Source: an optimization exercise on an open RTL-to-GDS flow (aim: small area and a short achievable clock period). Production flows keep margins and buffers that such runs may drop.
At most, simulation tests tie the RTL to the original design; equivalence was not proved.
For runs 1 and 6, only the layout was checked, not whether the RTL still works.
Power and IR drop assume default switching activity.

### flow/flow/run.sh
#!/bin/bash
# Standard layout, with every port buffered by the smallest buffer
# instead of the resizer's default pick (a delay cell on sky130hd).
set -euo pipefail
export BUFFER_PORTS_ARGS="-buffer_cell sky130_fd_sc_hd__buf_1"
bash standard.sh > standard_flow.log 2>&1
### flow/standard.sh
#!/bin/bash
# synth_recipe.tcl (not shown) runs the flow's synth.tcl, then flattens the netlist and writes it again
# the make line also repeats each setting of config.mk as NAME=value (left out here)
make -C /OpenROAD-flow-scripts/flow DESIGN_CONFIG=/design/flow/config.mk WORK_HOME=/design/flow/orfs CLKGATE_MAP_FILE= SYNTH_SCRIPT=/design/flow/synth_recipe.tcl "${@:-finish}"
### flow/config.mk
export PLATFORM = sky130hd
export DESIGN_NAME = rdmx_control
export DESIGN_NICKNAME = rdmx_control
export VERILOG_FILES = /design/flow/design.v
export SDC_FILE = /design/flow/constraint.sdc
export NUM_CORES = 4
export LEC_CHECK = 0
export CAP_MARGIN = 20
export CORE_MARGIN = 2
export CORE_UTILIZATION = 40
export CTS_BUF_LIST = sky130_fd_sc_hd__clkbuf_8
export CTS_CLUSTER_DIAMETER = 60
export CTS_CLUSTER_SIZE = 14
export SETUP_SLACK_MARGIN = 2.7
export SLEW_MARGIN = 20
export SYNTH_HIERARCHICAL = 1
export SYNTH_MINIMUM_KEEP_SIZE = 0
### flow/constraint.sdc
create_clock -name core_clock -period 5.0 [get_ports {clk}]
set_input_delay 1.0000 -clock core_clock [delete_from_list [all_inputs] [get_ports {clk}]]
set_output_delay 1.0000 -clock core_clock [all_outputs]
set_load 0.01 [all_outputs]
### flow/design.v
`default_nettype none
package rdmx_ctl_pkg;
    localparam int REG_DATA_W = 32;
    localparam int CNT_W      = 64;
    localparam int REG_IDX_W  = 8;
    localparam int TDATA_W    = 512;
    localparam int SEQ_W      = 32;
    localparam int RESET_HOLD_CYCLES = 1000;
    localparam int RST_CNT_W         = $clog2(RESET_HOLD_CYCLES + 1);
    localparam logic [CNT_W-1:0] PCI_BASE_RST = 64'h1_0000_0000;
    localparam logic [CNT_W-1:0] PCI_SIZE_RST = 64'h1_0000_0000;
    typedef enum logic [REG_IDX_W-1:0] {
        REG_STATUS     = 8'd0,
        REG_ERRORS     = 8'd1,
        REG_GOOD_H     = 8'd2,
        REG_GOOD_L     = 8'd3,
        REG_BAD_H      = 8'd4,
        REG_BAD_L      = 8'd5,
        REG_PCI_BASE_H = 8'd6,
        REG_PCI_BASE_L = 8'd7,
        REG_PCI_SIZE_H = 8'd8,
        REG_PCI_SIZE_L = 8'd9,
        REG_RESET      = 8'd10,
        REG_CLEAR      = 8'd11,
        REG_LOOPBACK   = 8'd34,
        REG_PAUSE_PCI  = 8'd35
    } reg_index_e;
    typedef enum logic [1:0] {
        RESP_OKAY   = 2'd0,
        RESP_SLVERR = 2'd2,
        RESP_DECERR = 2'd3
    } resp_e;
    typedef struct packed {
        logic                  valid;
        logic [REG_IDX_W-1:0]  index;
        logic [REG_DATA_W-1:0] data;
    } reg_wr_t;
    typedef struct packed {
        logic                 valid;
        logic [REG_IDX_W-1:0] index;
    } reg_rd_req_t;
    typedef struct packed {
        logic                  valid;
        logic [REG_DATA_W-1:0] data;
        resp_e                 resp;
    } reg_rd_t;
    typedef struct packed {
        logic good;
        logic bad;
        logic range_err;
    } pkt_event_t;
    typedef struct packed {
        logic [1:0] ddr_cal;
        logic       pcs_aligned;
    } async_status_t;
    typedef struct packed {
        logic [TDATA_W-1:0] tdata;
        logic               tvalid;
        logic               tready;
        logic               tlast;
    } stream_beat_t;
    typedef struct packed {
        logic [CNT_W-1:0] base;
        logic [CNT_W-1:0] size;
    } pci_cfg_t;
    typedef struct packed {
        logic [CNT_W-1:0] good;
        logic [CNT_W-1:0] bad;
        logic [3:0]       errors;
        logic [2:0]       status;
        logic             reset_active;
        logic             pause_active;
        logic             loopback;
        pci_cfg_t         pci;
    } status_view_t;
endpackage
`default_nettype wire
`default_nettype none
module seq_bit (
    input  logic f,
    input  logic p,
    input  logic f_lo,
    input  logic p_lo,
    output logic m
);
    assign m = (f ^ p) ^ (p_lo & ~f_lo);
endmodule
module seq_check (
    input  logic        clk,
    input  logic        clr,
    input  logic [31:0] stream_hi,
    input  logic        beat,
    output logic        seq_error
);
    logic [31:0] seq_prior, prior_n;
    logic [31:0] miss;
    assign miss[0] = ~(stream_hi[0] ^ seq_prior[0]);
    genvar i;
    for (i = 1; i < 32; i++) begin : g_bit
        seq_bit u_b (
            .f    (stream_hi[i]),
            .p    (seq_prior[i]),
            .f_lo (stream_hi[i-1]),
            .p_lo (seq_prior[i-1]),
            .m    (miss[i])
        );
    end
    ld_word #(.W(32)) u_prior (
        .a (!clr & beat),
        .b (!clr & !beat),
        .d (stream_hi),
        .q (seq_prior),
        .n (prior_n)
    );
    always_ff @(posedge clk) begin
        seq_prior <= prior_n;
        seq_error <= !clr && (seq_error || (beat && (stream_hi != 32'd0) && (miss != 32'd0)));
    end
endmodule
`default_nettype wire
`default_nettype none
module pkt_counter (
    input  logic        clk,
    input  logic        clr,
    input  logic        ld_h,
    input  logic        ld_l,
    input  logic [31:0] wd,
    input  logic        inc,
    output logic [63:0] count
);
    logic [63:0] count_n;
    wire a_h = !clr && ld_h;
    wire a_l = !clr && ld_l;
    wire b_h = !clr && !ld_h;
    wire b_l = !clr && !ld_l;
    count_next #(.N(8), .ONES(1'b1)) u_next (
        .inc(inc),
        .blk({{4{ld_l}}, {4{ld_h}}}),
        .a  ({{4{a_h}}, {4{a_l}}}),
        .b  ({{4{b_h}}, {4{b_l}}}),
        .d  ({wd, wd}),
        .q  (count),
        .n  (count_n)
    );
    always_ff @(posedge clk) begin
        count <= count_n;
    end
endmodule
module event_capture (
    input  logic        clk,
    input  logic        clr,
    input  logic [31:0] wd,
    input  logic        w_good_h,
    input  logic        w_good_l,
    input  logic        w_bad_h,
    input  logic        w_bad_l,
    input  logic [2:0]  events,
    input  logic [2:0]  async_status,
    output logic [63:0] good_count,
    output logic [63:0] bad_count,
    output logic        range_err,
    output logic [2:0]  sync_q
);
    logic [2:0] sync_meta;
    always_ff @(posedge clk) begin
        sync_meta <= async_status;
        sync_q    <= sync_meta;
    end
    pkt_counter u_good (
        .clk(clk), .clr(clr), .ld_h(w_good_h), .ld_l(w_good_l), .wd(wd),
        .inc(events[2]), .count(good_count)
    );
    pkt_counter u_bad (
        .clk(clk), .clr(clr), .ld_h(w_bad_h), .ld_l(w_bad_l), .wd(wd),
        .inc(events[1]), .count(bad_count)
    );
    always_ff @(posedge clk) begin
        range_err <= !clr && (range_err || events[0]);
    end
endmodule
`default_nettype wire
`default_nettype none
module ld_word #(
    parameter int W = 32
) (
    input  logic         a,
    input  logic         b,
    input  logic [W-1:0] d,
    input  logic [W-1:0] q,
    output logic [W-1:0] n
);
    assign n = ({W{a}} & d) | ({W{b}} & q);
endmodule
module tgate8 (
    input  logic       g,
    input  logic [7:1] pre,
    output logic [7:1] t_n
);
    assign t_n = ~({7{g}} & pre);
endmodule
module step_bitn (
    input  logic a,
    input  logic b,
    input  logic d,
    input  logic q,
    input  logic t_n,
    output logic n
);
    assign n = (a & d) | (b & (q ^ ~t_n));
endmodule
module step_bit0 (
    input  logic a,
    input  logic b,
    input  logic d,
    input  logic q,
    input  logic g,
    output logic n
);
    assign n = (a & d) | (b & (q ^ g));
endmodule
module and2m (
    input  logic c,
    input  logic q,
    output logic y
);
    assign y = c & q;
endmodule
module all8 #(
    parameter bit ONES = 1'b1
) (
    input  logic [7:0] q,
    output logic       all
);
    assign all = ONES ? (&q) : ~(|q);
endmodule
module prefix8 #(
    parameter bit ONES = 1'b1
) (
    input  logic [7:0] q,
    output logic [7:2] pre,
    output logic       all
);
    if (ONES) begin : g_up
        and2m u_l2 (.c(q[0]), .q(q[1]), .y(pre[2]));
        genvar j;
        for (j = 2; j < 7; j++) begin : g_link
            and2m u_l (.c(pre[j]), .q(q[j]), .y(pre[j+1]));
        end
        all8 #(.ONES(1'b1)) u_all (.q(q), .all(all));
    end else begin : g_down
        always_comb begin
            logic p;
            p = ~q[0];
            for (int j = 1; j < 8; j++) begin
                p = p & ~q[j];
                if (j < 7) pre[j+1] = p;
            end
            all = p;
        end
    end
endmodule
module group_en #(
    parameter int N = 8
) (
    input  logic         inc,
    input  logic [N-1:0] blk,
    input  logic [N-1:0] all,
    output logic [N-1:0] g
);
    logic [N-1:0] low;
    always_comb begin
        logic p;
        p = 1'b1;
        for (int k = 0; k < N; k++) begin
            low[k] = p;
            p = p & all[k];
        end
    end
    assign g = {N{inc}} & ~blk & low;
endmodule
module count_next #(
    parameter int N    = 8,
    parameter bit ONES = 1'b1
) (
    input  logic           inc,
    input  logic [N-1:0]   blk,
    input  logic [N-1:0]   a,
    input  logic [N-1:0]   b,
    input  logic [8*N-1:0] d,
    input  logic [8*N-1:0] q,
    output logic [8*N-1:0] n
);
    logic [N-1:0]   all, g;
    logic [8*N-1:1] pre;
    group_en #(.N(N)) u_ge (.inc(inc), .blk(blk), .all(all), .g(g));
    genvar k, j;
    for (k = 0; k < N; k++) begin : g_grp
        prefix8 #(.ONES(ONES)) u_p (.q(q[8*k +: 8]), .pre(pre[8*k+2 +: 6]), .all(all[k]));
        assign pre[8*k+1] = ONES ? q[8*k] : ~q[8*k];
        step_bit0 u_s0 (
            .a(a[k]), .b(b[k]), .d(d[8*k]), .q(q[8*k]), .g(g[k]), .n(n[8*k])
        );
        logic [7:1] t_n;
        tgate8 u_t (.g(g[k]), .pre(pre[8*k+1 +: 7]), .t_n(t_n));
        for (j = 1; j < 8; j++) begin : g_bit
            step_bitn u_s (
                .a(a[k]), .b(b[k]), .d(d[8*k+j]), .q(q[8*k+j]), .t_n(t_n[j]), .n(n[8*k+j])
            );
        end
    end
endmodule
module ctl_regs (
    input  logic         clk,
    input  logic         resetn,
    input  logic [31:0]  wd,
    input  logic         w_base_h,
    input  logic         w_base_l,
    input  logic         w_size_h,
    input  logic         w_size_l,
    input  logic         w_loop,
    input  logic         w_pause,
    input  logic         w_reset,
    output logic [127:0] pci,
    output logic         loopback,
    output logic         pause_pci,
    output logic         rst_run
);
    localparam logic [9:0] LFSR_SEED = 10'h001;
    localparam logic [9:0] LFSR_LAST = 10'h3d6;
    logic [127:0] pci_q, pci_n;
    wire  [3:0]   we  = {w_base_h, w_base_l, w_size_h, w_size_l};
    genvar k;
    for (k = 0; k < 4; k++) begin : g_pci
        ld_word #(.W(32)) u_w (
            .a (resetn & we[k]),
            .b (resetn & ~we[k]),
            .d (wd),
            .q (pci_q[32*k +: 32]),
            .n (pci_n[32*k +: 32])
        );
    end
    always_ff @(posedge clk) begin
        pci_q <= pci_n | {31'd0, !resetn, 63'd0, !resetn, 32'd0};
    end
    assign pci = pci_q;
    always_ff @(posedge clk) begin
        if (!resetn)     loopback <= 1'b0;
        else if (w_loop) loopback <= wd[0];
    end
    logic [31:0] pause_count, pause_n;
    count_next #(.N(4), .ONES(1'b0)) u_pause (
        .inc(pause_pci),
        .blk({4{w_pause}}),
        .a  ({4{resetn & w_pause}}),
        .b  ({4{resetn & ~w_pause}}),
        .d  (wd),
        .q  (pause_count),
        .n  (pause_n)
    );
    always_ff @(posedge clk) begin
        pause_count <= pause_n;
        pause_pci   <= resetn && (w_pause ? (wd != 32'd0) : (pause_count[31:1] != 31'd0));
    end
    logic [9:0] rst_lfsr;
    always_ff @(posedge clk) begin
        if (w_reset) rst_lfsr <= LFSR_SEED;
        else         rst_lfsr <= {rst_lfsr[8:0], rst_lfsr[9] ^ rst_lfsr[6]};
        if (!resetn)                               rst_run <= 1'b0;
        else if (w_reset)                          rst_run <= 1'b1;
        else if (rst_run && rst_lfsr == LFSR_LAST) rst_run <= 1'b0;
    end
endmodule
`default_nettype wire
`default_nettype none
module read_mux (
    input  logic         clk,
    input  logic         resetn,
    input  logic [8:0]   reg_rd_req,
    input  logic [2:0]   status,
    input  logic [3:0]   errors,
    input  logic [63:0]  good_count,
    input  logic [63:0]  bad_count,
    input  logic [127:0] pci,
    input  logic         rst_run,
    input  logic         loopback,
    input  logic         pause_pci,
    output logic [34:0]  reg_rd
);
    wire [7:0] ri = reg_rd_req[7:0];
    logic       z76, z54, t54;
    logic [3:0] m, l;
    nor2m  u_z76 (.x(ri[7:6]), .y(z76));
    nor2m  u_z54 (.x(ri[5:4]), .y(z54));
    and2bm u_t54 (.a(ri[5]), .b_n(ri[4]), .y(t54));
    pd_mid u_m   (.x(ri[3:2]), .y(m));
    pd_mid u_l   (.x(ri[1:0]), .y(l));
    logic [12:0] s;
    genvar k;
    for (k = 0; k < 11; k++) begin : g_s
        and4m u_a (.x({z76, z54, m[k >> 2], l[k & 3]}), .y(s[k]));
    end
    and4m u_a34 (.x({z76, t54, m[0], l[2]}), .y(s[11]));
    and4m u_a35 (.x({z76, t54, m[0], l[3]}), .y(s[12]));
    wire s_stat  = s[0];
    wire s_err   = s[1];
    wire s_gh    = s[2];
    wire s_gl    = s[3];
    wire s_bh    = s[4];
    wire s_bl    = s[5];
    wire s_pbh   = s[6];
    wire s_pbl   = s[7];
    wire s_psh   = s[8];
    wire s_psl   = s[9];
    wire s_rst   = s[10];
    wire s_loop  = s[11];
    wire s_pause = s[12];
    wire sel_ok = |s;
    wire [7:0] sel8 = {s_psl, s_psh, s_pbl, s_pbh, s_bl, s_bh, s_gl, s_gh};
    wire [31:0] sel_data;
    for (k = 0; k < 32; k++) begin : g_bit
        rd_bit u_bit (
            .sel (sel8),
            .d   ({pci[k], pci[32+k], pci[64+k], pci[96+k],
                   bad_count[k], bad_count[32+k], good_count[k], good_count[32+k]}),
            .x   (sel_data[k])
        );
    end
    logic        rd_valid, rd_err;
    logic [31:0] rd_data;
    always_ff @(posedge clk) begin
        rd_valid <= resetn && reg_rd_req[8];
        rd_data  <= sel_data | {28'd0, s_err ? errors : {1'b0, s_stat ? status : 3'd0}}
                          | {31'd0, (s_rst && rst_run) || (s_loop && loopback) || (s_pause && pause_pci)};
        rd_err   <= !sel_ok;
    end
    assign reg_rd = {rd_valid, rd_data, rd_err, rd_err};
endmodule
`default_nettype wire
module rd_bit (
    input  logic [7:0] sel,
    input  logic [7:0] d,
    output logic       x
);
    assign x = |(sel & d);
endmodule
`default_nettype none
module nor2m (
    input  logic [1:0] x,
    output logic       y
);
    assign y = ~|x;
endmodule
module and2bm (
    input  logic a,
    input  logic b_n,
    output logic y
);
    assign y = a & ~b_n;
endmodule
module pd_mid (
    input  logic [1:0] x,
    output logic [3:0] y
);
    assign y = 4'b0001 << x;
endmodule
module pd_lo (
    input  logic       v,
    input  logic [1:0] x,
    output logic [3:0] y
);
    assign y = {4{v}} & (4'b0001 << x);
endmodule
module and4m (
    input  logic [3:0] x,
    output logic       y
);
    assign y = &x;
endmodule
module wr_dec (
    input  logic        wv,
    input  logic [7:0]  wi,
    output logic [11:0] w
);
    logic       z76, z54, t54;
    logic [3:0] m, l;
    nor2m  u_z76 (.x(wi[7:6]), .y(z76));
    nor2m  u_z54 (.x(wi[5:4]), .y(z54));
    and2bm u_t54 (.a(wi[5]), .b_n(wi[4]), .y(t54));
    pd_mid u_m   (.x(wi[3:2]), .y(m));
    pd_lo  u_l   (.v(wv), .x(wi[1:0]), .y(l));
    genvar k;
    for (k = 0; k < 10; k++) begin : g_w
        and4m u_a (.x({z76, z54, m[(k + 2) >> 2], l[(k + 2) & 3]}), .y(w[k]));
    end
    and4m u_a34 (.x({z76, t54, m[0], l[2]}), .y(w[10]));
    and4m u_a35 (.x({z76, t54, m[0], l[3]}), .y(w[11]));
endmodule
module rdmx_control (
    input  logic                        clk,
    input  logic                        resetn,
    input  logic [40:0]                 reg_wr,
    output logic                        wr_done,
    output logic [1:0]                  wr_resp,
    input  logic [8:0]                  reg_rd_req,
    output logic [34:0]                 reg_rd,
    input  logic [2:0]                  events,
    input  logic [1:0]                  overflow,
    input  logic [2:0]                  async_status,
    input  logic [514:0]                stream,
    output logic [127:0]                pci,
    output logic                        loopback,
    output logic                        pause_pci,
    output logic                        resetn_out
);
    wire        wv = reg_wr[40];
    wire [7:0]  wi = reg_wr[39:32];
    wire [31:0] wd = reg_wr[31:0];
    logic w_good_h, w_good_l, w_bad_h, w_bad_l, w_base_h, w_base_l;
    logic w_size_h, w_size_l, w_reset, w_clear, w_loop, w_pause;
    wr_dec u_wr_dec (
        .wv(wv), .wi(wi),
        .w({w_pause, w_loop, w_clear, w_reset, w_size_l, w_size_h,
            w_base_l, w_base_h, w_bad_l, w_bad_h, w_good_l, w_good_h})
    );
    logic wr_err;
    always_ff @(posedge clk) begin
        wr_done <= resetn && wv;
        wr_err  <= ~|{w_pause, w_loop, w_clear, w_reset, w_size_l, w_size_h,
                      w_base_l, w_base_h, w_bad_l, w_bad_h, w_good_l, w_good_h};
    end
    assign wr_resp = {wr_err, wr_err};
    logic        rst_run;
    logic [63:0] good_count, bad_count;
    logic        range_err, seq_error;
    logic [2:0]  sync_q;
    ctl_regs u_ctl_regs (
        .clk       (clk),
        .resetn    (resetn),
        .wd        (wd),
        .w_base_h  (w_base_h),
        .w_base_l  (w_base_l),
        .w_size_h  (w_size_h),
        .w_size_l  (w_size_l),
        .w_loop    (w_loop),
        .w_pause   (w_pause),
        .w_reset   (w_reset),
        .pci       (pci),
        .loopback  (loopback),
        .pause_pci (pause_pci),
        .rst_run   (rst_run)
    );
    assign resetn_out = resetn && !rst_run;
    wire clr = !resetn || rst_run || w_clear;
    event_capture u_event_capture (
        .clk          (clk),
        .clr          (clr),
        .wd           (wd),
        .w_good_h     (w_good_h),
        .w_good_l     (w_good_l),
        .w_bad_h      (w_bad_h),
        .w_bad_l      (w_bad_l),
        .events       (events),
        .async_status (async_status),
        .good_count   (good_count),
        .bad_count    (bad_count),
        .range_err    (range_err),
        .sync_q       (sync_q)
    );
    seq_check u_seq_check (
        .clk       (clk),
        .clr       (clr),
        .stream_hi (stream[514:483]),
        .beat      (stream[2] && stream[1]),
        .seq_error (seq_error)
    );
    read_mux u_read_mux (
        .clk        (clk),
        .resetn     (resetn),
        .reg_rd_req (reg_rd_req),
        .status     (sync_q),
        .errors     ({seq_error, overflow, range_err}),
        .good_count (good_count),
        .bad_count  (bad_count),
        .pci        (pci),
        .rst_run    (rst_run),
        .loopback   (loopback),
        .pause_pci  (pause_pci),
        .reg_rd     (reg_rd)
    );
endmodule
`default_nettype wire
==> results_dict.tcl, run 1 <==
set metrics [dict create \
    outcome "complete, no violations" \
    clk_path_buf_depth 3 \
    r2r.worst_path.cells 8 \
    report.final.slew_viol_count 0 \
    path_clk_slew_ns 0.08 \
    globalRouteTotalUtil_pct 26.0 \
    finalNetCount 2569 \
    floorplan.die.height_um 210 \
    fin_setup_tns_ns 0 \
    syn-mean-instance-area_um2 10.3 \
    worst_ir_drop_vdd_mv 0.186 \
    fp.dieArea_mm2 0.0442 \
    cp_data_arrival_time_ns 1.50 \
    syn_inst 1654 \
    postSynthNetCount 2229 \
    grtUsageMet2_pct 43.4 \
    core.rowCount 75 \
    drt_pre_antenna_iters 6 \
    first_global_vias 14500 \
    grt_start_max_net_pins 34 \
    fin_worst_hold_slack_ns 0.332 \
    min-delay-path-class "flop to flop" \
    grt_util_met3_pct 4.34 \
    area_growth_pct 18.6 \
    placed_cells 2452 \
    clkLatencyLatePin_ns 0.62 \
    fin_skew_ns 0.0246 \
    end_kind "output pin" \
    timing.final.setup_violations 0 \
    grt-ovfl-total 0 \
    finalCritPeriodShare_pct 50.1 \
    clock_tree_from_tritoncts "done" \
    synth.cell_area_mm2 0.0170 \
    routed_wire_length_per_instance_um 25.1 \
    maxClockFrequency_ghz 0.400 \
    maximum_fanout_encountered_on_the_critical_timing_path 5 \
    worstHoldPathCells 0 \
    layout.filler_cells 3975 \
    post-route-min-period_ns 2.50 \
    number_of_sinks_driven_by_the_clock_tree 377 \
    placed_cell_area_mm2 0.0188 \
    htree_levels 2 \
    core_area_mm2 0.0419 \
    rsz0062_at_grt "true" \
    boundaryPins 744 \
    antenna_left 0 \
    initial_utilization_pct 40.6 \
    number_of_vias_in_the_routed_layout 15300 \
    timing.slew.headroom_pct 42.9 \
    antenna_violations_before_repair 2 \
    via_per_inst 6.00 \
    gr_peak_layer "met2" \
    post-route-cell-area_mm2 0.0202 \
    stdcell_count 2556 \
    path_class "input pin to output pin" \
    cap_viol_max_count 0 \
    drt_wl_total_um 64300 \
    die-width_um 210 \
    final_layout_size_suffix_gt1_share_pct 12.3 \
    drt_iter0_markers 1357 \
    grtUsageMet1_pct 34.7 \
    gp_congestion 0.884 \
    cellLeakagePower_nw 7.01 \
    drc 0 \
    timing.critical_path.required_ns 4.00 \
    synth_warnings 15 \
    cts-root-buf "clkbuf_8" \
    powerDensity_mw_per_mm2 340 \
    worst_slew_pin_slew_ns 0.857 \
    timing_hold_violations_final 0 \
    numCtsBuffers 37 \
    p_total_mw 6.86 \
    critical_path.startpoint_type "input pin" \
    grt_first_pass_wirelength_um 88800 \
    hpwlAfterDp_um 39000 \
    port-buffer-count 262 \
]
==> report_power, final <==
group	switching, mW	internal [mW]	total (mW)
clock	1.16	0.937	2.10
sequential	0.231	3.17	3.40
combinational	0.675	0.685	1.36
total	2.07	4.79	6.86
==> placed cells by master, fill, tap and decap left out, types with 6 or more instances in the layout <==
master	n
nand2_1	148
clkbuf_8	42
dfxtp_1	376
and4_4	10
a22oi_1	129
buf_1	261
nor2_1	22
inv_1	13
a22o_2	10
xor2_1	21
nand4_1	69
nor3_1	8
a22o_1	310
nor2_2	15
buf_4	46
clkinvlp_4	6
buf_12	10
and4_2	10
and4_1	14
nor2b_4	12
and2_1	100
nor4_2	12
xnor2_1	203
nor4_1	23
nor4_4	6
nor2b_1	42
nor2_4	18
==> critical path: stages <==
cell	delay [ns]
buf_1	0.09
buf_6	0.12
nor2b_4	0.18
buf_6	0.12
==> repair_timing <==
| action | 4_1_cts | 5_1_grt |
|---|---|---|
| endpoints found under the hold margin | 0 | 0 |
| hold buffers | 0 | 0 |
| resized for setup | 26 | 30 |
| buffers inserted | 7 | 18 |
| pin swaps | 9 | 14 |
| cloned | 8 | 9 |
| endpoints found under the setup margin | 217 | 212 |
==> stage by stage <==
| stage | utilization [%] | setup slack [ns] |
|---|---|---|
| after floorplan | - | 2.64 |
| final | 48.2 | 2.50 |
| after global placement | 44.7 | 1.78 |
| after detailed placement | 44.7 | 1.71 |
| after CTS | 47.1 | 2.37 |
| after global routing | 48.1 | 2.46 |
==> layer usage <==
layer / part of all wire, % / vias to the layer above
li1: - / 6960
met1: 42 / 7543
met2: 47 / 728
met3: 8.4 / 93
met4: 2.4 / 2
met5: 0.023 / -
==> sequential cells by signal, summed over array words and instances (netlist names) <==
| name | count |
|---|---|
| u_event_capture.u_bad.count | 64 |
| wr_err | 1 |
| u_read_mux.rd_valid | 1 |
| u_event_capture.sync_meta | 3 |
| u_ctl_regs.pci_q | 128 |
| u_ctl_regs.rst_lfsr | 10 |
| u_ctl_regs.rst_run | 1 |
| u_read_mux.rd_data | 32 |
| u_ctl_regs.pause_pci | 1 |
| u_event_capture.u_good.count | 64 |
| u_ctl_regs.loopback | 1 |
| u_event_capture.range_err | 1 |
| u_seq_check.seq_error | 1 |
| u_ctl_regs.pause_count | 32 |
| u_seq_check.seq_prior | 32 |
| u_event_capture.sync_q | 3 |
| u_read_mux.rd_err | 1 |
| wr_done | 1 |
==> worst paths after layout <==
kind	from	endpoint	slack, ns
max	resetn	resetn_out	2.50
min	u_event_capture.sync_meta[0]	u_event_capture.sync_q[0]	0.33
max reg2reg	u_event_capture.u_bad.count[6]	u_event_capture.u_bad.count[63]	2.79
min reg2reg	u_event_capture.sync_meta[0]	u_event_capture.sync_q[0]	0.33
==> cell type report <==
type                    instances  area, um2  area share (%)
repair buffers                320       1560            7.72
diodes                          4       10.0          0.0496
clock inverters                16        179           0.886
well taps                     539        674            3.34
clock buffers                  42        578            2.86
flip-flops and latches        377       7550            37.4
inverters                      12       45.0           0.223
multi-input cells            1246       9610            47.6
==> run 2: changes to the inputs <==
--- a/flow/design.v
+++ b/flow/design.v
@@ -496,4 +496,11 @@
     and4m u_a35 (.x({z76, t54, m[0], l[3]}), .y(w[11]));
 endmodule
+module rstn_gate (
+    input  logic resetn,
+    input  logic run,
+    output logic y
+);
+    assign y = resetn & ~run;
+endmodule
 module rdmx_control (
     input  logic                        clk,
@@ -550,5 +557,5 @@
         .rst_run   (rst_run)
     );
-    assign resetn_out = resetn && !rst_run;
+    rstn_gate u_rstn (.resetn(resetn), .run(rst_run), .y(resetn_out));
     wire clr = !resetn || rst_run || w_clear;
     event_capture u_event_capture (
--- a/flow/config.mk
+++ b/flow/config.mk
@@ -12,5 +12,5 @@
 export CTS_CLUSTER_DIAMETER = 60
 export CTS_CLUSTER_SIZE = 14
-export SETUP_SLACK_MARGIN = 2.7
+export SETUP_SLACK_MARGIN = 2.65
 export SLEW_MARGIN = 20
 export SYNTH_HIERARCHICAL = 1
==> results_dict.tcl, run 2 <==
set metrics [dict create \
    outcome "complete, no violations" \
    reg2reg_slack_ns 2.75 \
    critical_path.startpoint_type "input pin" \
    placed_cell_area_mm2 0.0187 \
    report.final.slew_viol_count 0 \
    post-route-cell-area_mm2 0.0202 \
    syn_inst 1655 \
    port-buffer-count 262 \
    timing.slew.headroom_pct 43.4 \
    mostFrequentLayoutCell "dfxtp_1" \
    fin_setup_tns_ns 0 \
    cellLeakagePower_nw 7.03 \
    numCtsBuffers 38 \
    maxClockFrequency_ghz 0.428 \
    p_total_mw 6.83 \
    p_int_mw 4.73 \
    switching_share_pct 30.7 \
    r2r.worst_path.cells 8 \
    via_per_inst 6.01 \
    initial_utilization_pct 40.6 \
    cap_viol_max_count 0 \
    power.clock.fraction_pct 30.3 \
    final_layout_size_suffix_gt1_share_pct 11.9 \
    htree_levels 2 \
    grt-ovfl-total 0 \
    antenna_left 0 \
    antenna_violations_before_repair 3 \
    die-width_um 210 \
    area_growth_pct 18.5 \
    hpwlAfterDp_um 39100 \
    floorplan.die.height_um 210 \
    grt_start_max_net_pins 34 \
    layout_top_registers "u_ctl_regs.pci_q (128), u_event_capture.u_bad.count (64), u_event_capture.u_good.count (64)" \
    powerDensity_mw_per_mm2 338 \
    drt_pre_antenna_iters 6 \
    largest_register_ff_count 128 \
    timing.final.setup_violations 0 \
    regMostFlops "u_ctl_regs.pci_q" \
    post-route-min-period_ns 2.33 \
    postSynthNetCount 2230 \
    worst_slew_pin_slew_ns 0.847 \
    boundaryPins 744 \
    synth.cell_area_mm2 0.0170 \
    fin_skew_ns 0.0464 \
    clk_path_buf_depth 3 \
    end_kind "output pin" \
    clock_tree_from_tritoncts "done" \
    finalNetCount 2568 \
    rsz0062_at_grt "false" \
    core_area_mm2 0.0419 \
    worst_ir_drop_vdd_mv 0.213 \
    min-delay-path-class "flop to flop" \
    finalCritPeriodShare_pct 46.7 \
    drt_iter0_markers 1520 \
    maximum_fanout_encountered_on_the_critical_timing_path 4 \
    gp_congestion 0.855 \
    fp.dieArea_mm2 0.0443 \
    routed_wire_length_per_instance_um 25.3 \
    timing_hold_violations_final 0 \
    drt_wl_total_um 64500 \
    globalRouteTotalUtil_pct 27.7 \
    clkLatencyLatePin_ns 0.63 \
    timing.critical_path.required_ns 4.00 \
    fin_worst_hold_slack_ns 0.329 \
    first_global_vias 14300 \
    core.rowCount 75 \
    drc 0 \
    cts-root-buf "clkbuf_8" \
    path_class "input pin to output pin" \
    number_of_vias_in_the_routed_layout 15300 \
    pwr-share-comb_pct 19.9 \
    synth_warnings 15 \
    number_of_sinks_driven_by_the_clock_tree 377 \
    power.sequential.fraction_pct 49.9 \
    syn-mean-instance-area_um2 10.3 \
    grt_first_pass_wirelength_um 92400 \
    highest_count_cells_in_the_layout_ignoring_fill_and_taps "dfxtp_1 (376), a22o_1 (310), buf_1 (260), xnor2_1 (203), nand2_1 (148)" \
    worstHoldPathCells 0 \
    cp_data_arrival_time_ns 1.33 \
    p_sw_mw 2.09 \
    path_clk_slew_ns 0.07 \
]
[run 2: final timing paths]
path | startpoint | endpoint
worst max-delay path | resetn | resetn_out
worst min register to register | u_event_capture.sync_meta[0] | u_event_capture.sync_q[0]
worst min-delay path | u_event_capture.sync_meta[0] | u_event_capture.sync_q[0]
worst max register to register | u_event_capture.u_good.count[2] | u_event_capture.u_good.count[63]
[run 2: final cells by class]
cell class	count	area, um2
Antenna cell	2	5.00
Clock buffer	41	564
Inverter	12	45.0
Multi-Input combinational cell	1245	9560
Clock inverter	17	173
Timing Repair Buffer	319	1610
Fill cell	3966	21800
Sequential cell	377	7550
Tap cell	539	674
[run 2: power groups by stage]
| stage | logic, mW | registers (mW) | clock network, mW |
|---|---|---|---|
| 6_report | 1.36 | 3.40 | 2.07 |
| 5_1_grt | 1.48 | 3.43 | 2.23 |
| 4_1_cts | 1.31 | 3.40 | 2.10 |
| 3_5_place_dp | 1.26 | 3.46 | 0 |
| 3_3_place_gp | 1.24 | 3.46 | 0 |
| 2_1_floorplan | 1.01 | 3.41 | 0 |
[run 2: critical path, stage by stage]
cell	delay, ns
buf_12	0.10
nor2b_4	0.11
buf_6	0.12
[run 2: what timing repair did]
action	in CTS	in global routing
pin swaps	9	14
endpoints found under the setup margin	190	198
resized for setup	32	28
hold buffers	0	0
buffers inserted	6	25
gates cloned	12	3
[run 2: layer usage]
| metal | vias to the layer above | wire length (um) | track usage, % | part of all wire [%] |
|---|---|---|---|---|
| li1 | 6952 | - | - | - |
| met1 | 7503 | 26700 | 36.3 | 41 |
| met2 | 764 | 29700 | 45.4 | 46 |
| met3 | 124 | 5900 | 5.94 | 9.1 |
| met4 | 2 | 2230 | 8.90 | 3.5 |
| met5 | - | 13 | 0 | 0.020 |
[run 2: metrics by stage]
step                      worst slack (ns)  cells  util (%)
after detailed placement              1.72   2446      44.6
after global routing                  2.64   2551      48.1
after floorplan                       2.63   1655         -
final                                 2.67   2552      48.1
after CTS                             2.51   2522      46.9
after global placement                1.75   2446      44.6
==> run 3: changes to the inputs <==
--- a/flow/config.mk
+++ b/flow/config.mk
@@ -12,5 +12,5 @@
 export CTS_CLUSTER_DIAMETER = 60
 export CTS_CLUSTER_SIZE = 14
-export SETUP_SLACK_MARGIN = 2.65
+export SETUP_SLACK_MARGIN = 2.6
 export SLEW_MARGIN = 20
 export SYNTH_HIERARCHICAL = 1
==> results_dict.tcl, run 3 <==
set metrics [dict create \
    outcome "complete, no violations" \
    worstHoldPathCells 0 \
    grt_start_max_net_pins 34 \
    boundaryPins 744 \
    syn_inst 1655 \
    highest_count_cells_in_the_layout_ignoring_fill_and_taps "dfxtp_1 (376), a22o_1 (310), buf_1 (260), xnor2_1 (203), nand2_1 (148)" \
    gp_congestion 0.874 \
    number_of_sinks_driven_by_the_clock_tree 377 \
    clk_path_buf_depth 3 \
    timing.final.setup_violations 0 \
    first_global_vias 14300 \
    path_class "input pin to output pin" \
    powerDensity_mw_per_mm2 337 \
    globalRouteTotalUtil_pct 26.0 \
    maximum_fanout_encountered_on_the_critical_timing_path 4 \
    timing.slew.headroom_pct 45.1 \
    fin_setup_tns_ns 0 \
    critical_path.startpoint_type "input pin" \
    clkLatencyLatePin_ns 0.62 \
    place_worst_setup_slack_ns 1.70 \
    finalCritPeriodShare_pct 49.5 \
    timing.critical_path.required_ns 4.00 \
    fp.dieArea_mm2 0.0443 \
    cellLeakagePower_nw 7.01 \
    largest_register_ff_count 128 \
    drt_iter0_markers 1354 \
    fin_skew_ns 0.0265 \
    reg2reg_slack_ns 2.70 \
    cp_data_arrival_time_ns 1.48 \
    maxClockFrequency_ghz 0.404 \
    source_of_the_worst_hold_timing_path "u_event_capture.sync_meta[2]" \
    post-route-min-period_ns 2.48 \
    synth.cell_area_mm2 0.0170 \
    syn-mean-instance-area_um2 10.3 \
    cts-root-buf "clkbuf_8" \
    grt_first_pass_wirelength_um 88500 \
    worst_ir_drop_vdd_mv 0.204 \
    synth_warnings 15 \
    mostFrequentLayoutCell "dfxtp_1" \
    report.final.slew_viol_count 0 \
    timing_hold_violations_final 0 \
    r2r-start "u_event_capture.u_good.count[2]" \
    r2r.worst_path.cells 8 \
    core_area_mm2 0.0419 \
    worst_slew_pin_slew_ns 0.824 \
    placed_cell_area_mm2 0.0188 \
    routed_wire_length_per_instance_um 23.5 \
    regMostFlops "u_ctl_regs.pci_q" \
    path_clk_slew_ns 0.09 \
    postSynthNetCount 2230 \
    rsz0062_at_grt "true" \
    antenna_violations_before_repair 5 \
    number_of_vias_in_the_routed_layout 14900 \
    reg2reg_to "u_event_capture.u_good.count[63]" \
    cap_viol_max_count 0 \
    clock_tree_from_tritoncts "done" \
    end_kind "output pin" \
    timing.hold.worst_endpoint "u_event_capture.sync_q[2]" \
    min-delay-path-class "flop to flop" \
    area_growth_pct 17.6 \
    post-route-cell-area_mm2 0.0200 \
    drt_pre_antenna_iters 6 \
    fin_ws_ns 2.52 \
    finalNetCount 2568 \
    numCtsBuffers 38 \
    drc 0 \
    die-width_um 210 \
    fin_worst_hold_slack_ns 0.327 \
    final_layout_size_suffix_gt1_share_pct 11.4 \
    htree_levels 2 \
    hpwlAfterDp_um 39300 \
    port-buffer-count 262 \
    grt-ovfl-total 0 \
    layout.filler_cells 3975 \
    core.rowCount 75 \
    initial_utilization_pct 40.6 \
    floorplan.die.height_um 210 \
    drt_wl_total_um 59900 \
    antenna_left 0 \
    layout_top_registers "u_ctl_regs.pci_q (128), u_event_capture.u_bad.count (64), u_event_capture.u_good.count (64)" \
    via_per_inst 5.86 \
]
run 3: cell type report:
cell class                 instances  area (um2)  area share, %
inverter                          12        45.0          0.225
tap                              539         674           3.37
antenna                            2        5.00         0.0250
timing repair buffer             326        1620           8.06
multi-input combinational       1238        9430           47.1
sequential                       377        7550           37.7
clock buffer                      41         564           2.82
clock inverter                    16         150          0.750
run 3: worst max path at each step:
stage                    start                       end  slack [ns]  depth (start not counted)
floorplan           reg_wr[40]  u_seq_check.seq_prior[0]        2.63                          7
global placement    reg_wr[39]       u_ctl_regs.pci_q[5]        1.70                          6
detailed placement  reg_wr[39]      u_ctl_regs.pci_q[32]        1.70                          7
CTS                     resetn                resetn_out        2.37                          4
global route            resetn                resetn_out        2.52                          4
finish                  resetn                resetn_out        2.52                          4
run 3: metrics by stage:
step / power, mW / instances / utilization, %
global placement: 4.70 / 2453 / 44.7
global route: 7.05 / 2551 / 47.7
detailed placement: 4.73 / 2454 / 44.7
floorplan: 4.42 / 1655 / -
CTS: 6.74 / 2522 / 46.8
finish: 6.75 / 2551 / 47.7
run 3: repair_timing:
action                     CTS  global route
buffers inserted             5            25
hold buffers                 0             0
pin swaps                    6             9
gates cloned                 6             2
setup endpoints to repair  146           161
resized for setup           22            24
run 3: routing by layer:
layer,vias up,track usage [%],routed length (um)
li1,6927,-,-
met1,7286,34.8,26200
met2,611,42.5,27600
met3,115,5.50,4520
met4,6,7.14,1560
met5,-,0,38
run 3: report_power, final:
| group | switching, mW | internal, mW | leakage [nW] |
|---|---|---|---|
| sequential | 0.233 | 3.17 | 3.05 |
| combinational | 0.666 | 0.685 | 3.59 |
| clock | 1.16 | 0.832 | 0.374 |
run 3: worst max-delay path: stages:
cell     delay, ns
buf_12        0.11
buf_6         0.12
nor2b_4       0.12
buf_6         0.12
==> run 4: changes to the inputs <==
--- a/flow/config.mk
+++ b/flow/config.mk
@@ -12,5 +12,5 @@
 export CTS_CLUSTER_DIAMETER = 60
 export CTS_CLUSTER_SIZE = 14
-export SETUP_SLACK_MARGIN = 2.6
+export SETUP_SLACK_MARGIN = 2.7
 export SLEW_MARGIN = 20
 export SYNTH_HIERARCHICAL = 1
==> results_dict.tcl, run 4 <==
set metrics [dict create \
    rsz0062_at_grt "true" \
    drt_pre_antenna_iters 7 \
    cts-root-buf "clkbuf_8" \
    timing_hold_violations_final 0 \
    largest_register_ff_count 128 \
    timing.slew.headroom_pct 42.9 \
    holdBufCountCts 0 \
    floorplan.die.height_um 210 \
    numCtsBuffers 36 \
    post-route-cell-area_mm2 0.0200 \
    synth.cell_area_mm2 0.0170 \
    grt_first_pass_wirelength_um 87100 \
    clock_tree_from_tritoncts "done" \
    timing.critical_path.required_ns 4.00 \
    path_clk_slew_ns 0.09 \
    worst_ir_drop_vdd_mv 0.182 \
    drt_iter0_markers 1352 \
    htree_levels 2 \
    reg2reg_slack_ns 2.74 \
    core.rowCount 75 \
    route.layer.met1.wl_um 26100 \
    postSynthNetCount 2230 \
    grt-ovfl-total 0 \
    final_layout_size_suffix_gt1_share_pct 11.2 \
    fp.dieArea_mm2 0.0443 \
    finalCritPeriodShare_pct 48.2 \
    min-delay-path-class "flop to flop" \
    powerDensity_mw_per_mm2 340 \
    clk_path_buf_depth 3 \
    clkLatencyLatePin_ns 0.64 \
    antenna_left 0 \
    critical_path.startpoint_type "input pin" \
    top_layer "met5" \
    antenna_violations_before_repair 8 \
    r2r-start "u_ctl_regs.pause_count[1]" \
    path_class "input pin to output pin" \
    outcome "complete, no violations" \
    grt_start_max_net_pins 34 \
    globalRouteTotalUtil_pct 25.6 \
    layout_top_registers "u_ctl_regs.pci_q (128), u_event_capture.u_bad.count (64), u_event_capture.u_good.count (64)" \
    regMostFlops "u_ctl_regs.pci_q" \
    placed_cell_area_mm2 0.0187 \
    post-route-min-period_ns 2.41 \
    routed_wire_length_per_instance_um 24.1 \
    maximum_fanout_encountered_on_the_critical_timing_path 12 \
    drc 0 \
    drt_wl_total_um 61100 \
    number_of_vias_in_the_routed_layout 15100 \
    fin_setup_tns_ns 0 \
    worstHoldPathCells 0 \
    highest_count_cells_in_the_layout_ignoring_fill_and_taps "dfxtp_1 (376), a22o_1 (310), buf_1 (260), xnor2_1 (203), nand2_1 (148)" \
    wl_met2_um 28000 \
    initial_utilization_pct 40.6 \
    boundaryPins 744 \
    first_global_vias 14000 \
    synth_warnings 15 \
    core_area_mm2 0.0419 \
    area_growth_pct 17.2 \
    timing.final.setup_violations 0 \
    reg2reg_to "u_ctl_regs.pause_count[31]" \
    gp_congestion 0.866 \
    multi_input_gate_area_mm2 0.00953 \
    r2r.worst_path.cells 8 \
    number_of_sinks_driven_by_the_clock_tree 377 \
    cp_data_arrival_time_ns 1.41 \
    mostFrequentLayoutCell "dfxtp_1" \
    port-buffer-count 262 \
    syn-mean-instance-area_um2 10.3 \
    timing.hold.worst_endpoint "u_event_capture.sync_q[1]" \
    cellLeakagePower_nw 6.93 \
    die-width_um 210 \
    dr_wl_met3_um 5200 \
    worst_slew_pin_slew_ns 0.854 \
    maxClockFrequency_ghz 0.415 \
    cap_viol_max_count 0 \
    finalNetCount 2553 \
    source_of_the_worst_hold_timing_path "u_event_capture.sync_meta[1]" \
    p_total_mw 6.79 \
    report.final.slew_viol_count 0 \
    fin_skew_ns 0.0339 \
    syn_inst 1655 \
    via_per_inst 5.95 \
    hpwlAfterDp_um 38500 \
    area.sequential_mm2 0.00755 \
    end_kind "output pin" \
    layout.filler_cells 3996 \
]
-- run 4: how the worst max path moves through the flow --
stage,start,slack [ns],end
final,resetn,2.59,resetn_out
after global routing,resetn,2.58,resetn_out
after CTS,resetn,2.46,resetn_out
after detailed placement,resetn,1.58,u_ctl_regs.pci_q[62]
after global placement,resetn,1.57,u_ctl_regs.pci_q[63]
after floorplan,reg_wr[40],2.63,u_event_capture.u_good.count[33]
-- run 4: layout make-up --
| class | instances | share of cell area, % |
|---|---|---|
| Timing Repair Buffer | 309 | 7.31 |
| Clock inverter | 15 | 0.846 |
| Multi-Input combinational cell | 1242 | 47.7 |
| Clock buffer | 39 | 2.69 |
| Tap cell | 539 | 3.38 |
| Antenna cell | 2 | 0.0251 |
| Sequential cell | 377 | 37.8 |
| Inverter | 12 | 0.226 |
-- run 4: layer usage --
layer	track usage, %	up-vias
met3	5.56	118
met5	0	-
met4	7.21	10
met1	34.2	7367
li1	-	6910
met2	41.6	676
-- run 4: power breakdown --
group / internal [mW] / switching, mW
clock: 0.885 / 1.14
combinational: 0.692 / 0.679
sequential: 3.17 / 0.230
total: 4.75 / 2.05
-- run 4: what timing repair did --
action                                  4_1_cts  5_1_grt
buffers inserted                              7       12
resized for setup                            28       21
pin swaps                                     7       10
gates cloned                                  8        4
endpoints found under the setup margin      212      162
-- run 4: worst max-delay path, cell delays in order --
cell and delay (ns):
buf_12 0.13, nor2b_4 0.12, buf_4 0.15
-- run 4: through the flow --
stage / hold WS [ns] / instances / util [%] / setup WS (ns)
2_1_floorplan: 0.310 / 1655 / - / 2.63
3_3_place_gp: 0.312 / 2448 / 44.7 / 1.57
3_5_place_dp: 0.312 / 2448 / 44.7 / 1.58
4_1_cts: 0.334 / 2517 / 46.9 / 2.46
5_1_grt: 0.346 / 2533 / 47.6 / 2.58
6_report: 0.334 / 2535 / 47.6 / 2.59
==> run 5: changes to the inputs <==
==> flow/flow/run.sh (replaced) <==
#!/bin/bash
# Standard layout, with every port buffered by the smallest buffer
# instead of the resizer's default pick (a delay cell on sky130hd), and
# the resetn input placed next to the resetn_out output it feeds.
set -euo pipefail
export BUFFER_PORTS_ARGS="-buffer_cell sky130_fd_sc_hd__buf_1"
export PLACE_PINS_ARGS="-group_pins {resetn resetn_out}"
bash standard.sh > standard_flow.log 2>&1
==> results_dict.tcl, run 5 <==
set metrics [dict create \
    clkLatencyLatePin_ns 0.63 \
    gr_peak_layer "met2" \
    grt-ovfl-total 0 \
    final_util_pct 47.7 \
    number_of_vias_in_the_routed_layout 15100 \
    layout_top_registers "u_ctl_regs.pci_q (128), u_event_capture.u_bad.count (64), u_event_capture.u_good.count (64)" \
    timing.critical_path.required_ns 4.00 \
    cts-root-buf "clkbuf_8" \
    synth.cell_area_mm2 0.0170 \
    fin_ws_ns 2.59 \
    timing_hold_violations_final 0 \
    finalNetCount 2559 \
    reg2reg_to "u_event_capture.u_good.count[63]" \
    report.final.slew_viol_count 0 \
    numCtsBuffers 37 \
    r2r.worst_path.cells 8 \
    stdcell_count 2542 \
    gp_congestion 0.868 \
    number_of_sinks_driven_by_the_clock_tree 377 \
    fp.dieArea_mm2 0.0443 \
    placed_cell_area_mm2 0.0187 \
    worst_ir_drop_vdd_mv 0.198 \
    htree_levels 2 \
    pwr-share-comb_pct 19.9 \
    drt_wl_total_um 59700 \
    fin_worst_hold_slack_ns 0.334 \
    antenna_left 0 \
    first_global_vias 14200 \
    postSynthNetCount 2230 \
    num_antenna_cells 0 \
    finalCritPeriodShare_pct 48.3 \
    syn_inst 1655 \
    worst_slew_pin_slew_ns 0.808 \
    grt_start_max_net_pins 34 \
    grt_util_met3_pct 6.00 \
    power.clock.fraction_pct 30.0 \
    mostFrequentLayoutCell "dfxtp_1" \
    crit_slowest_cell "nor2b_4" \
    floorplan.die.height_um 210 \
    drc 0 \
    fin_setup_tns_ns 0 \
    outcome "complete, no violations" \
    worstHoldPathCells 0 \
    post-route-cell-area_mm2 0.0200 \
    p_total_mw 6.79 \
    r2r-start "u_event_capture.u_good.count[14]" \
    max_stage_delay_ns 0.15 \
    core.rowCount 75 \
    largest_register_ff_count 128 \
    via_per_inst 5.95 \
    source_of_the_worst_hold_timing_path "u_event_capture.sync_meta[1]" \
    place_worst_setup_slack_ns 1.62 \
    timing.hold.worst_endpoint "u_event_capture.sync_q[1]" \
    maximum_fanout_encountered_on_the_critical_timing_path 12 \
    port-buffer-count 262 \
    cp_data_arrival_time_ns 1.41 \
    grtUsageMet1_pct 33.8 \
    maxClockFrequency_ghz 0.414 \
    cellLeakagePower_nw 6.96 \
    globalRouteTotalUtil_pct 25.7 \
    p_int_mw 4.74 \
    synth_warnings 15 \
    boundaryPins 744 \
    min-delay-path-class "flop to flop" \
    fin_skew_ns 0.0624 \
    grt_first_pass_wirelength_um 87700 \
    core_area_mm2 0.0419 \
    regMostFlops "u_ctl_regs.pci_q" \
    timing.final.setup_violations 0 \
    critical_path.startpoint_type "input pin" \
    drt_iter0_markers 1365 \
    post-route-min-period_ns 2.41 \
    clk_path_buf_depth 3 \
    crit_chain "buf_8, nor2b_4, buf_4" \
    antenna_violations_before_repair 7 \
    final_layout_size_suffix_gt1_share_pct 11.6 \
    die-width_um 210 \
    grtUsageMet2_pct 42.5 \
    buffers_plus_inverters_on_the_worst_setup_path 2 \
    area_growth_pct 17.4 \
    cap_viol_max_count 0 \
    syn-mean-instance-area_um2 10.3 \
    holdBufCountCts 0 \
    hpwlAfterDp_um 38600 \
    timing.slew.headroom_pct 46.0 \
    drt_pre_antenna_iters 6 \
    routed_wire_length_per_instance_um 23.5 \
    highest_count_cells_in_the_layout_ignoring_fill_and_taps "dfxtp_1 (376), a22o_1 (310), buf_1 (260), xnor2_1 (203), nand2_1 (148)" \
    critPathTopFamily "buffers and inverters" \
    reg2reg_slack_ns 2.73 \
    path_clk_slew_ns 0.09 \
    path_class "input pin to output pin" \
    p_sw_mw 2.04 \
    placed_cells 2448 \
    critical_path_cell_count 3 \
    clock_tree_from_tritoncts "done" \
    switching_share_pct 30.1 \
    end_kind "output pin" \
    powerDensity_mw_per_mm2 339 \
    power.sequential.fraction_pct 50.0 \
    initial_utilization_pct 40.6 \
    rsz0062_at_grt "true" \
]
[run 5: repair_timing]
action,in CTS,in global routing
buffers inserted,8,15
gates resized for setup,28,17
endpoints found under the setup margin,213,125
gates cloned,11,2
pin swaps,12,7
endpoints found under the hold margin,0,0
[run 5: final cells by class]
class | instances | area [um2]
flip-flops and latches | 377 | 7550
multi-input cells | 1243 | 9540
well taps | 539 | 674
repair buffers | 313 | 1460
fillers | 3994 | 21900
clock inverters | 16 | 154
inverters | 12 | 45.0
clock buffers | 42 | 578
[run 5: worst max-delay path by stage]
stage | end | start | slack (ns)
floorplan | u_event_capture.u_good.count[33] | reg_wr[40] | 2.63
global placement | u_ctl_regs.pci_q[63] | resetn | 1.65
detailed placement | u_ctl_regs.pci_q[6] | resetn | 1.62
CTS | resetn_out | resetn | 2.47
global route | resetn_out | resetn | 2.56
finish | resetn_out | resetn | 2.59
[run 5: worst reg2reg max path: stages (launching register included)]
cell and delay (ns):
dfxtp_1 0.46, nand4_1 0.12, nor2_1 0.31, nand4_4 0.27, nor4_4 0.32, buf_4 0.22
nand2_1 0.12, xnor2_1 0.14, a22o_1 0.19
[run 5: routing by layer]
| layer | part of all wire (%) | wire length (um) |
|---|---|---|
| met1 | 43 | 25400 |
| met2 | 47 | 27800 |
| met3 | 8.4 | 5040 |
| met4 | 2.4 | 1410 |
| met5 | 0.11 | 68 |
[run 5: power by group through the flow]
stage / clock network (mW) / registers, mW / logic (mW)
2_1_floorplan: 0 / 3.41 / 1.03
3_3_place_gp: 0 / 3.45 / 1.27
3_5_place_dp: 0 / 3.46 / 1.29
4_1_cts: 2.08 / 3.39 / 1.32
5_1_grt: 2.19 / 3.43 / 1.48
6_report: 2.04 / 3.39 / 1.35
==> run 6: changes to the inputs <==
--- a/flow/design.v
+++ b/flow/design.v
@@ -333,5 +333,5 @@
     for (k = 0; k < 4; k++) begin : g_pci
         ld_word #(.W(32)) u_w (
-            .a (resetn & we[k]),
+            .a (we[k]),
             .b (resetn & ~we[k]),
             .d (wd),
@@ -352,5 +352,5 @@
         .inc(pause_pci),
         .blk({4{w_pause}}),
-        .a  ({4{resetn & w_pause}}),
+        .a  ({4{w_pause}}),
         .b  ({4{resetn & ~w_pause}}),
         .d  (wd),
@@ -466,8 +466,9 @@
 module pd_lo (
     input  logic       v,
+    input  logic       r,
     input  logic [1:0] x,
     output logic [3:0] y
 );
-    assign y = {4{v}} & (4'b0001 << x);
+    assign y = {4{v & r}} & (4'b0001 << x);
 endmodule
 module and4m (
@@ -478,4 +479,5 @@
 endmodule
 module wr_dec (
+    input  logic        resetn,
     input  logic        wv,
     input  logic [7:0]  wi,
@@ -488,5 +490,5 @@
     and2bm u_t54 (.a(wi[5]), .b_n(wi[4]), .y(t54));
     pd_mid u_m   (.x(wi[3:2]), .y(m));
-    pd_lo  u_l   (.v(wv), .x(wi[1:0]), .y(l));
+    pd_lo  u_l   (.v(wv), .r(resetn), .x(wi[1:0]), .y(l));
     genvar k;
     for (k = 0; k < 10; k++) begin : g_w
@@ -526,5 +528,5 @@
     logic w_size_h, w_size_l, w_reset, w_clear, w_loop, w_pause;
     wr_dec u_wr_dec (
-        .wv(wv), .wi(wi),
+        .resetn(resetn), .wv(wv), .wi(wi),
         .w({w_pause, w_loop, w_clear, w_reset, w_size_l, w_size_h,
             w_base_l, w_base_h, w_bad_l, w_bad_h, w_good_l, w_good_h})
==> flow/flow/run.sh (replaced) <==
#!/bin/bash
# Standard layout, with every port buffered by the smallest buffer
# instead of the resizer's default pick (a delay cell on sky130hd).
set -euo pipefail
export BUFFER_PORTS_ARGS="-buffer_cell sky130_fd_sc_hd__buf_1"
bash standard.sh > standard_flow.log 2>&1
==> results_dict.tcl, run 6 <==
set metrics [dict create \
    pwr-share-comb_pct 17.9 \
    p_sw_mw 1.92 \
    number_of_vias_in_the_routed_layout 15200 \
    port-buffer-count 262 \
    timing_hold_violations_final 0 \
    initial_utilization_pct 40.5 \
    cap_viol_max_count 0 \
    antenna_left 0 \
    core.rowCount 75 \
    maximum_fanout_encountered_on_the_critical_timing_path 8 \
    timing.final.setup_violations 0 \
    core_area_mm2 0.0419 \
    drc 0 \
    crit_chain "buf_1, buf_6, nor2b_4, buf_6" \
    gr_peak_layer "met2" \
    powerDensity_mw_per_mm2 325 \
    p_int_mw 4.66 \
    path_clk_slew_ns 0.08 \
    boundaryPins 744 \
    largest_register_ff_count 128 \
    routed_wire_length_per_instance_um 24.5 \
    fin_setup_tns_ns 0 \
    number_of_sinks_driven_by_the_clock_tree 377 \
    area_growth_pct 19.3 \
    final_layout_size_suffix_gt1_share_pct 12.4 \
    synth_warnings 15 \
    clkLatencyLatePin_ns 0.63 \
    grtUsageMet1_pct 35.9 \
    power.sequential.fraction_pct 50.4 \
    maxClockFrequency_ghz 0.404 \
    reg2reg_to "u_ctl_regs.pause_count[27]" \
    die-width_um 210 \
    syn-mean-instance-area_um2 10.3 \
    end_kind "output pin" \
    power.clock.fraction_pct 31.7 \
    min-delay-path-class "flop to flop" \
    crit_slowest_cell "nor2b_4" \
    drt_wl_total_um 62800 \
    fp.dieArea_mm2 0.0441 \
    globalRouteTotalUtil_pct 27.2 \
    drt_iter0_markers 1522 \
    post-route-cell-area_mm2 0.0203 \
    timing.critical_path.required_ns 4.00 \
    highest_count_cells_in_the_layout_ignoring_fill_and_taps "dfxtp_1 (376), a22o_1 (310), buf_1 (261), xnor2_1 (203), nand2_1 (148)" \
    outcome "complete, no violations" \
    worst_ir_drop_vdd_mv 0.189 \
    grt_util_met3_pct 7.20 \
    htree_levels 2 \
    max_stage_delay_ns 0.15 \
    worst_path_most_repeated_cell "buf_6" \
    crit_path_end "resetn_out" \
    stdcell_count 2559 \
    layout_top_registers "u_ctl_regs.pci_q (128), u_event_capture.u_bad.count (64), u_event_capture.u_good.count (64)" \
    post-route-min-period_ns 2.48 \
    switching_share_pct 29.1 \
    finalNetCount 2576 \
    timing.slew.headroom_pct 45.3 \
    r2r.worst_path.cells 8 \
    grtUsageMet2_pct 43.3 \
    syn_inst 1649 \
    worst_slew_pin_slew_ns 0.819 \
    grt_first_pass_wirelength_um 91200 \
    launching_element_of_the_worst_setup_path "resetn" \
    layout.filler_cells 4002 \
    gp_congestion 0.861 \
    drt_pre_antenna_iters 5 \
    cts-root-buf "clkbuf_8" \
    report.final.slew_viol_count 0 \
    grt-ovfl-total 0 \
    regMostFlops "u_ctl_regs.pci_q" \
    rsz0062_at_grt "true" \
    fin_skew_ns 0.0193 \
    reg2reg_slack_ns 2.80 \
    path_class "input pin to output pin" \
    antenna_violations_before_repair 2 \
    grt_start_max_net_pins 34 \
    r2r-start "u_ctl_regs.pause_count[1]" \
    clock_tree_from_tritoncts "done" \
    placed_cell_area_mm2 0.0188 \
    critical_path.startpoint_type "input pin" \
    numCtsBuffers 37 \
    postSynthNetCount 2224 \
    clk_path_buf_depth 3 \
    finalCritPeriodShare_pct 49.6 \
    cellLeakagePower_nw 7.09 \
    cp_data_arrival_time_ns 1.48 \
    placed_cells 2449 \
    synth.cell_area_mm2 0.0170 \
    mostFrequentLayoutCell "dfxtp_1" \
    via_per_inst 5.93 \
    p_total_mw 6.58 \
    hpwlAfterDp_um 38500 \
    first_global_vias 14600 \
    floorplan.die.height_um 210 \
]
-- run 6: metrics by stage --
stage / setup WS (ns) / hold slack (ns) / utilization, %
global placement: 1.61 / 0.313 / 44.7
detailed placement: 1.61 / 0.314 / 44.7
global route: 2.50 / 0.327 / 48.3
finish: 2.52 / 0.320 / 48.3
CTS: 2.53 / 0.323 / 47.4
floorplan: 2.53 / 0.310 / -
-- run 6: worst max-delay path: cells and delay by family --
| kind | cells | cell delay, ns |
|---|---|---|
| simple gates | 1 | 0.15 |
| buf+inv | 3 | 0.33 |
-- run 6: worst min path at each step --
stage | from | depth (start not counted) | end
3_5_place_dp | u_event_capture.sync_meta[1] | 0 | u_event_capture.sync_q[1]
6_report | u_event_capture.sync_meta[1] | 0 | u_event_capture.sync_q[1]
3_3_place_gp | u_event_capture.sync_meta[0] | 0 | u_event_capture.sync_q[0]
5_1_grt | u_event_capture.sync_meta[1] | 0 | u_event_capture.sync_q[1]
4_1_cts | u_event_capture.sync_meta[1] | 0 | u_event_capture.sync_q[1]
2_1_floorplan | u_event_capture.sync_meta[0] | 0 | u_event_capture.sync_q[0]
-- run 6: cell type report --
cell class	count	area, um2	share of cell area [%]
Clock buffer	42	578	2.85
Multi-Input combinational cell	1241	9560	47.2
Tap cell	539	674	3.33
Antenna cell	1	2.50	0.0123
Inverter	11	41.3	0.204
Timing Repair Buffer	333	1680	8.30
Clock inverter	15	173	0.852
Sequential cell	377	7550	37.3
-- run 6: metal layers --
layer  up-vias  part of all wire (%)
met4         0                   2.9
met3       100                   9.9
li1       6970                     -
met2       712                    45
met5         -                     0
met1      7386                    42
-- run 6: what timing repair did --
action                                  in CTS  in global routing
endpoints found under the setup margin     199                179
pin swaps                                   12                 10
hold buffers                                 0                  0
setup buffers                               15                 21
cloned                                      14                  2
gates resized for setup                     26                 22
-- run 6: power by group through the flow --
stage               Sequential [mW]  Clock [mW]  Combinational [mW]
floorplan                      3.34           0               0.855
global placement               3.38           0                1.08
detailed placement             3.38           0                1.09
CTS                            3.31        2.13                1.12
global route                   3.33        2.24                1.28
finish                         3.32        2.09                1.18
==> run 7: changes to the inputs <==
--- a/flow/design.v
+++ b/flow/design.v
@@ -437,4 +437,20 @@
 endmodule
 `default_nettype wire
+module aoi222 (
+    input  logic [2:0] s,
+    input  logic [2:0] d,
+    output logic       y_n
+);
+    assign y_n = ~|(s & d);
+endmodule
+module rd_or (
+    input  logic [1:0] s,
+    input  logic [1:0] d,
+    input  logic [1:0] y_n,
+    output logic       x
+);
+    wire c = ~&y_n;
+    assign x = (s[0] & d[0]) | (s[1] & d[1]) | c;
+endmodule
 module rd_bit (
     input  logic [7:0] sel,
@@ -442,5 +458,8 @@
     output logic       x
 );
-    assign x = |(sel & d);
+    logic [1:0] y_n;
+    aoi222 u_a (.s(sel[2:0]), .d(d[2:0]), .y_n(y_n[0]));
+    aoi222 u_b (.s(sel[5:3]), .d(d[5:3]), .y_n(y_n[1]));
+    rd_or  u_o (.s(sel[7:6]), .d(d[7:6]), .y_n(y_n), .x(x));
 endmodule
 `default_nettype none
==> results_dict.tcl, run 7 <==
set metrics [dict create \
    final_layout_size_suffix_gt1_share_pct 12.2 \
    end_kind "output pin" \
    post-route-min-period_ns 2.35 \
    grt-ovfl-total 0 \
    timing.slew.headroom_pct 43.8 \
    highest_count_cells_in_the_layout_ignoring_fill_and_taps "dfxtp_1 (375), a22o_1 (310), buf_1 (255), nand2_1 (212), xnor2_1 (203)" \
    largest_register_ff_count 128 \
    grt_first_pass_wirelength_um 90100 \
    layout.filler_cells 3985 \
    timing.final.setup_violations 0 \
    crit_slowest_cell "nor2b_4" \
    number_of_vias_in_the_routed_layout 15500 \
    buffers_plus_inverters_on_the_worst_setup_path 2 \
    clock_tree_from_tritoncts "done" \
    htree_levels 2 \
    die-width_um 210 \
    area_growth_pct 19.1 \
    worst_ir_drop_vdd_mv 0.187 \
    placed_cells 2441 \
    path_clk_slew_ns 0.08 \
    syn_inst 1649 \
    cts-root-buf "clkbuf_8" \
    layout_top_registers "u_ctl_regs.pci_q (128), u_event_capture.u_bad.count (64), u_event_capture.u_good.count (64)" \
    timing.critical_path.required_ns 4.00 \
    grt_start_max_net_pins 34 \
    synth.cell_area_mm2 0.0169 \
    critical_path.startpoint_type "input pin" \
    crit_chain "buf_12, nor2b_4, buf_6" \
    drt_pre_antenna_iters 9 \
    antenna_violations_before_repair 2 \
    postSynthNetCount 2224 \
    clk_path_buf_depth 3 \
    numCtsBuffers 37 \
    core_area_mm2 0.0419 \
    finalCritPeriodShare_pct 47.0 \
    rsz0062_at_grt "true" \
    number_of_sinks_driven_by_the_clock_tree 377 \
    finalNetCount 2567 \
    drc 0 \
    mostFrequentLayoutCell "dfxtp_1" \
    initial_utilization_pct 40.4 \
    clkLatencyLatePin_ns 0.62 \
    boundaryPins 744 \
    holdBufCountCts 0 \
    drt_wl_total_um 63700 \
    worst_slew_pin_slew_ns 0.842 \
    cellLeakagePower_nw 7.07 \
    min-delay-path-class "flop to flop" \
    cp_data_arrival_time_ns 1.35 \
    antenna_left 0 \
    fin_setup_tns_ns 0 \
    floorplan.die.height_um 210 \
    globalRouteTotalUtil_pct 27.0 \
    synth_warnings 15 \
    fp.dieArea_mm2 0.0439 \
    routed_wire_length_per_instance_um 25.0 \
    fin_skew_ns 0.0195 \
    cap_viol_max_count 0 \
    hpwlAfterDp_um 38300 \
    path_class "input pin to output pin" \
    timing_hold_violations_final 0 \
    area.sequential_mm2 0.00755 \
    report.final.slew_viol_count 0 \
    first_global_vias 14400 \
    syn-mean-instance-area_um2 10.3 \
    max_stage_delay_ns 0.12 \
    gp_congestion 0.836 \
    drt_iter0_markers 1506 \
    outcome "complete, no violations" \
    maximum_fanout_encountered_on_the_critical_timing_path 7 \
    multi_input_gate_area_mm2 0.00946 \
    maxClockFrequency_ghz 0.425 \
    powerDensity_mw_per_mm2 326 \
    via_per_inst 6.08 \
    regMostFlops "u_ctl_regs.pci_q" \
    fin_worst_hold_slack_ns 0.331 \
    stdcell_count 2546 \
    critPathTopFamily "buffers and inverters" \
    core.rowCount 75 \
    port-buffer-count 262 \
    final_util_pct 48.1 \
]
## run 7: changes by cell type in the layout (fill, tap and decap cells not counted), sizes merged, moves of 2 or more
cell      change
a222oi       +64
a22oi       -128
buf           -9
clkinv        -3
clkinvlp      +2
inv           -2
nand2        +64
## run 7: area by class of cell
cell class                 instances  area share (%)
antenna                            1          0.0124
timing repair buffer             324            8.36
tap                              539            3.35
inverter                          11           0.205
multi-input combinational       1241            47.0
sequential                       377            37.5
clock inverter                    12           0.789
clock buffer                      41            2.80
## run 7: worst paths after layout
kind | end | depth (start not counted) | from | slack, ns
worst min-delay path | u_event_capture.sync_q[1] | 0 | u_event_capture.sync_meta[1] | 0.33
worst max register to register | u_event_capture.u_bad.count[61] | 8 | u_event_capture.u_bad.count[2] | 2.79
worst min register to register | u_event_capture.sync_q[1] | 0 | u_event_capture.sync_meta[1] | 0.33
worst max-delay path | resetn_out | 3 | resetn | 2.65
## run 7: timing repair
item,CTS,global route
cloned,9,7
setup buffers,9,25
endpoints found under the setup margin,254,162
pin swaps,8,16
resized for setup,27,26
## run 7: where the power goes
group	internal [mW]	leakage [nW]	switching, mW
Combinational	0.580	3.65	0.600
Clock	0.919	0.361	1.14
Sequential	3.13	3.05	0.183
## run 7: routing by layer
layer	track usage, %	up-vias	routed length (um)
met3	5.91	133	5830
li1	-	6945	-
met2	41.5	761	27900
met5	0	-	45
met1	37.2	7646	27900
met4	10.3	3	2060
## run 7: stage by stage
| stage | power (mW) | instance area [um2] | worst slack (ns) |
|---|---|---|---|
| CTS | 6.55 | 19600 | 2.52 |
| floorplan | 4.19 | 17100 | 2.55 |
| global route | 6.82 | 20100 | 2.64 |
| finish | 6.56 | 20100 | 2.65 |
| detailed placement | 4.47 | 18600 | 1.54 |
| global placement | 4.45 | 18600 | 1.62 |

==> what the ideal ports hide <==
Ports are ideal in the flow. The routed layouts listed here were re-timed in OpenROAD.
Step 1: set_driving_cell puts a clkbuf_16 on clk and a buf_2 on each other input, an assumption about the parent block.
Step 2 moves the port delays by t, midway between the first and last clock arrival at a register: inputs arrive t later, outputs are due t later. That takes back most of the time a late clock gives input paths.
Three values: no drivers, after step 1, after step 2; two values: the first two.
run | t, ns | setup WS [ns] | worst hold slack (ns) | worst setup path after step 2 | worst data-port slew with drivers (ns)
run 1 | 0.660 | 2.497 / 2.472 / 2.089 | 0.332 / 0.332 / 0.332 | input to register | 0.11
run 2 | 0.664 | 2.666 / 2.620 / 2.042 | 0.329 / 0.329 / 0.329 | input to register | 0.07
run 3 | 0.647 | 2.524 / 2.477 / 2.009 | 0.327 / 0.327 / 0.327 | input to register | 0.08
run 4 | 0.670 | 2.588 / 2.496 / 2.032 | 0.334 / 0.334 / 0.334 | input to register | 0.10
run 5 | 0.657 | 2.586 / 2.499 / 2.025 | 0.334 / 0.334 / 0.334 | input to register | 0.09
run 6 | 0.663 | 2.522 / 2.497 / 2.043 | 0.320 / 0.320 / 0.320 | input to register | 0.07
run 7 | 0.655 | 2.649 / 2.600 / 2.087 | 0.331 / 0.331 / 0.331 | input to register | 0.07
After both steps setup and hold are still met in every run listed. For run 2, which loses most, drivers alone change the setup slack by -0.046 ns; drivers and shift together by -0.624 ns.
